This is an optimization exercise on Yosys and OpenROAD, whose aim is small area and a short achievable clock period, not a production implementation.
RTL that was checked went through simulation tests only; none was proved equivalent to the original.
Power and IR drop assume default switching activity.

Design kernel_pooler, start of the top module:
module kernel_pooler #(
    parameter int DEPTH = 8,
    parameter int KX    = 3,
    parameter int KY    = 3,
    parameter int AX    = 8,
    parameter int AY    = 8
) (
    input  logic                               clk,
    input  logic                               rst_n,
    input  logic                               in_valid,
    input  logic [DEPTH*AX*AY-1:0]             A,
    output logic                               out_valid,
    output logic [DEPTH*(AX-KX+1)*(AY-KY+1)-1:0] B
);
Size in the first run: ~5,900 cells after synthesis, ~290 flip-flops, about 800 I/O pins.
==> module max3_row, before the edit <==
module max3_row #(
    parameter int DEPTH = 8
) (
    input  logic [8*DEPTH-1:0] din_i,
    output logic [6*DEPTH-1:0] max_o
);
    logic [DEPTH-1:0] e [0:7];
    logic [DEPTH-1:0] p12, p34, p56;
    for (genvar k = 0; k < 8; k++) begin : g_e
        assign e[k] = din_i[k*DEPTH +: DEPTH];
    end
    max2 #(.DEPTH(DEPTH)) u_p12 (.a_i(e[1]), .b_i(e[2]), .max_o(p12));
    max2 #(.DEPTH(DEPTH)) u_p34 (.a_i(e[3]), .b_i(e[4]), .max_o(p34));
    max2 #(.DEPTH(DEPTH)) u_p56 (.a_i(e[5]), .b_i(e[6]), .max_o(p56));
    max2 #(.DEPTH(DEPTH)) u_m0  (.a_i(e[0]), .b_i(p12),  .max_o(max_o[0*DEPTH +: DEPTH]));
    max2 #(.DEPTH(DEPTH)) u_m1  (.a_i(p12),  .b_i(e[3]), .max_o(max_o[1*DEPTH +: DEPTH]));
    max2 #(.DEPTH(DEPTH)) u_m2  (.a_i(e[2]), .b_i(p34),  .max_o(max_o[2*DEPTH +: DEPTH]));
    max2 #(.DEPTH(DEPTH)) u_m3  (.a_i(p34),  .b_i(e[5]), .max_o(max_o[3*DEPTH +: DEPTH]));
    max2 #(.DEPTH(DEPTH)) u_m4  (.a_i(e[4]), .b_i(p56),  .max_o(max_o[4*DEPTH +: DEPTH]));
    max2 #(.DEPTH(DEPTH)) u_m5  (.a_i(p56),  .b_i(e[7]), .max_o(max_o[5*DEPTH +: DEPTH]));
endmodule
==> module max2, before the edit <==
module max2 #(
    parameter int DEPTH = 8
) (
    input  logic [DEPTH-1:0] a_i,
    input  logic [DEPTH-1:0] b_i,
    output logic [DEPTH-1:0] max_o
);
    logic gt;
    always_comb begin
        gt = 1'b0;
        for (int k = 0; k < DEPTH; k++)
            gt = (a_i[k] & ~b_i[k]) | ((a_i[k] | ~b_i[k]) & gt);
    end
    assign max_o = gt ? a_i : b_i;
endmodule
clock: 12.5 ns
lec_check: 0
cap_margin: 20
core_margin: 2
core_utilization: 40
slew_margin: 20
run.sh (not shown) runs the stock make flow with config.mk's settings and CLKGATE_MAP_FILE= SYNTH_SCRIPT=/design/flow/synth_recipe.tcl, a recipe that flattens the netlist after the stock synthesis.
The baseline produced a clean layout.
Change:
--- a/flow/design.v
+++ b/flow/design.v
@@ -2,39 +2,27 @@
     parameter int DEPTH = 8
 ) (
     input  logic [8*DEPTH-1:0] din_i,
     output logic [6*DEPTH-1:0] max_o
 );
+    function automatic logic [DEPTH-1:0] mx(input logic [DEPTH-1:0] a, input logic [DEPTH-1:0] b);
+        mx = (a > b) ? a : b;
+    endfunction
     logic [DEPTH-1:0] e [0:7];
     logic [DEPTH-1:0] p12, p34, p56;
-    for (genvar k = 0; k < 8; k++) begin : g_e
-        assign e[k] = din_i[k*DEPTH +: DEPTH];
+    always_comb begin
+        for (int k = 0; k < 8; k++) e[k] = din_i[k*DEPTH +: DEPTH];
+        p12 = mx(e[1], e[2]);
+        p34 = mx(e[3], e[4]);
+        p56 = mx(e[5], e[6]);
+        max_o[0*DEPTH +: DEPTH] = mx(e[0], p12);
+        max_o[1*DEPTH +: DEPTH] = mx(p12, e[3]);
+        max_o[2*DEPTH +: DEPTH] = mx(e[2], p34);
+        max_o[3*DEPTH +: DEPTH] = mx(p34, e[5]);
+        max_o[4*DEPTH +: DEPTH] = mx(e[4], p56);
+        max_o[5*DEPTH +: DEPTH] = mx(p56, e[7]);
     end
-    max2 #(.DEPTH(DEPTH)) u_p12 (.a_i(e[1]), .b_i(e[2]), .max_o(p12));
-    max2 #(.DEPTH(DEPTH)) u_p34 (.a_i(e[3]), .b_i(e[4]), .max_o(p34));
-    max2 #(.DEPTH(DEPTH)) u_p56 (.a_i(e[5]), .b_i(e[6]), .max_o(p56));
-    max2 #(.DEPTH(DEPTH)) u_m0  (.a_i(e[0]), .b_i(p12),  .max_o(max_o[0*DEPTH +: DEPTH]));
-    max2 #(.DEPTH(DEPTH)) u_m1  (.a_i(p12),  .b_i(e[3]), .max_o(max_o[1*DEPTH +: DEPTH]));
-    max2 #(.DEPTH(DEPTH)) u_m2  (.a_i(e[2]), .b_i(p34),  .max_o(max_o[2*DEPTH +: DEPTH]));
-    max2 #(.DEPTH(DEPTH)) u_m3  (.a_i(p34),  .b_i(e[5]), .max_o(max_o[3*DEPTH +: DEPTH]));
-    max2 #(.DEPTH(DEPTH)) u_m4  (.a_i(e[4]), .b_i(p56),  .max_o(max_o[4*DEPTH +: DEPTH]));
-    max2 #(.DEPTH(DEPTH)) u_m5  (.a_i(p56),  .b_i(e[7]), .max_o(max_o[5*DEPTH +: DEPTH]));
-endmodule
-module max2 #(
-    parameter int DEPTH = 8
-) (
-    input  logic [DEPTH-1:0] a_i,
-    input  logic [DEPTH-1:0] b_i,
-    output logic [DEPTH-1:0] max_o
-);
-    logic gt;
-    always_comb begin
-        gt = 1'b0;
-        for (int k = 0; k < DEPTH; k++)
-            gt = (a_i[k] & ~b_i[k]) | ((a_i[k] | ~b_i[k]) & gt);
-    end
-    assign max_o = gt ? a_i : b_i;
 endmodule
 module kernel_pooler #(
     parameter int DEPTH = 8,
     parameter int KX    = 3,
     parameter int KY    = 3,
Result:
- The new run completed with no timing, DRC or antenna violations
- worst setup slack got worse by 69 ps
- hold slack improved by 10 ps
- count of clock-buffer cells in the layout does not change
- combinational power climbs by well over a third
- maximum frequency drops slightly
- register-to-register slack improved by 100 ps
- synthesized area climbs by about a fifth
- via count drops by a few percent
- first-iteration DRC count drops by a quarter to a third
- synthesized cell count climbs by a few percent
- flip-flop and latch count does not change
- global-route usage drops by 5.4 points
Function not checked in the first run of this note: the RTL went through the layout flow alone.

[port drivers added, routing unchanged]
No port has a modelled driver above. Below, the same layouts with a new extraction and two added sets of constraints.
Step 1: set_driving_cell puts a clkbuf_16 on clk and a buf_2 on each other input, an assumption about the parent block.
Step 2 times the ports against the registers' clock, not the clock port: input delays grow and output delays shrink by t, the midpoint of the rising clock arrivals with the driver on.
Slacks: ideal ports / drivers / drivers and shift; pairs: ideal ports / drivers.
run | t, ns | setup WS [ns] | slew at the worst register clock pin (ns)
the first run | 0.700 | 1.303 / 1.270 / 0.570 | 0.07 / 0.07
the second run | 0.700 | 1.234 / 1.241 / 0.542 | 0.07 / 0.07
After both steps setup and hold are still met in every run listed. The setup slack of the first run, which loses most, moves by -0.033 ns with the drivers and by -0.733 ns with both steps.
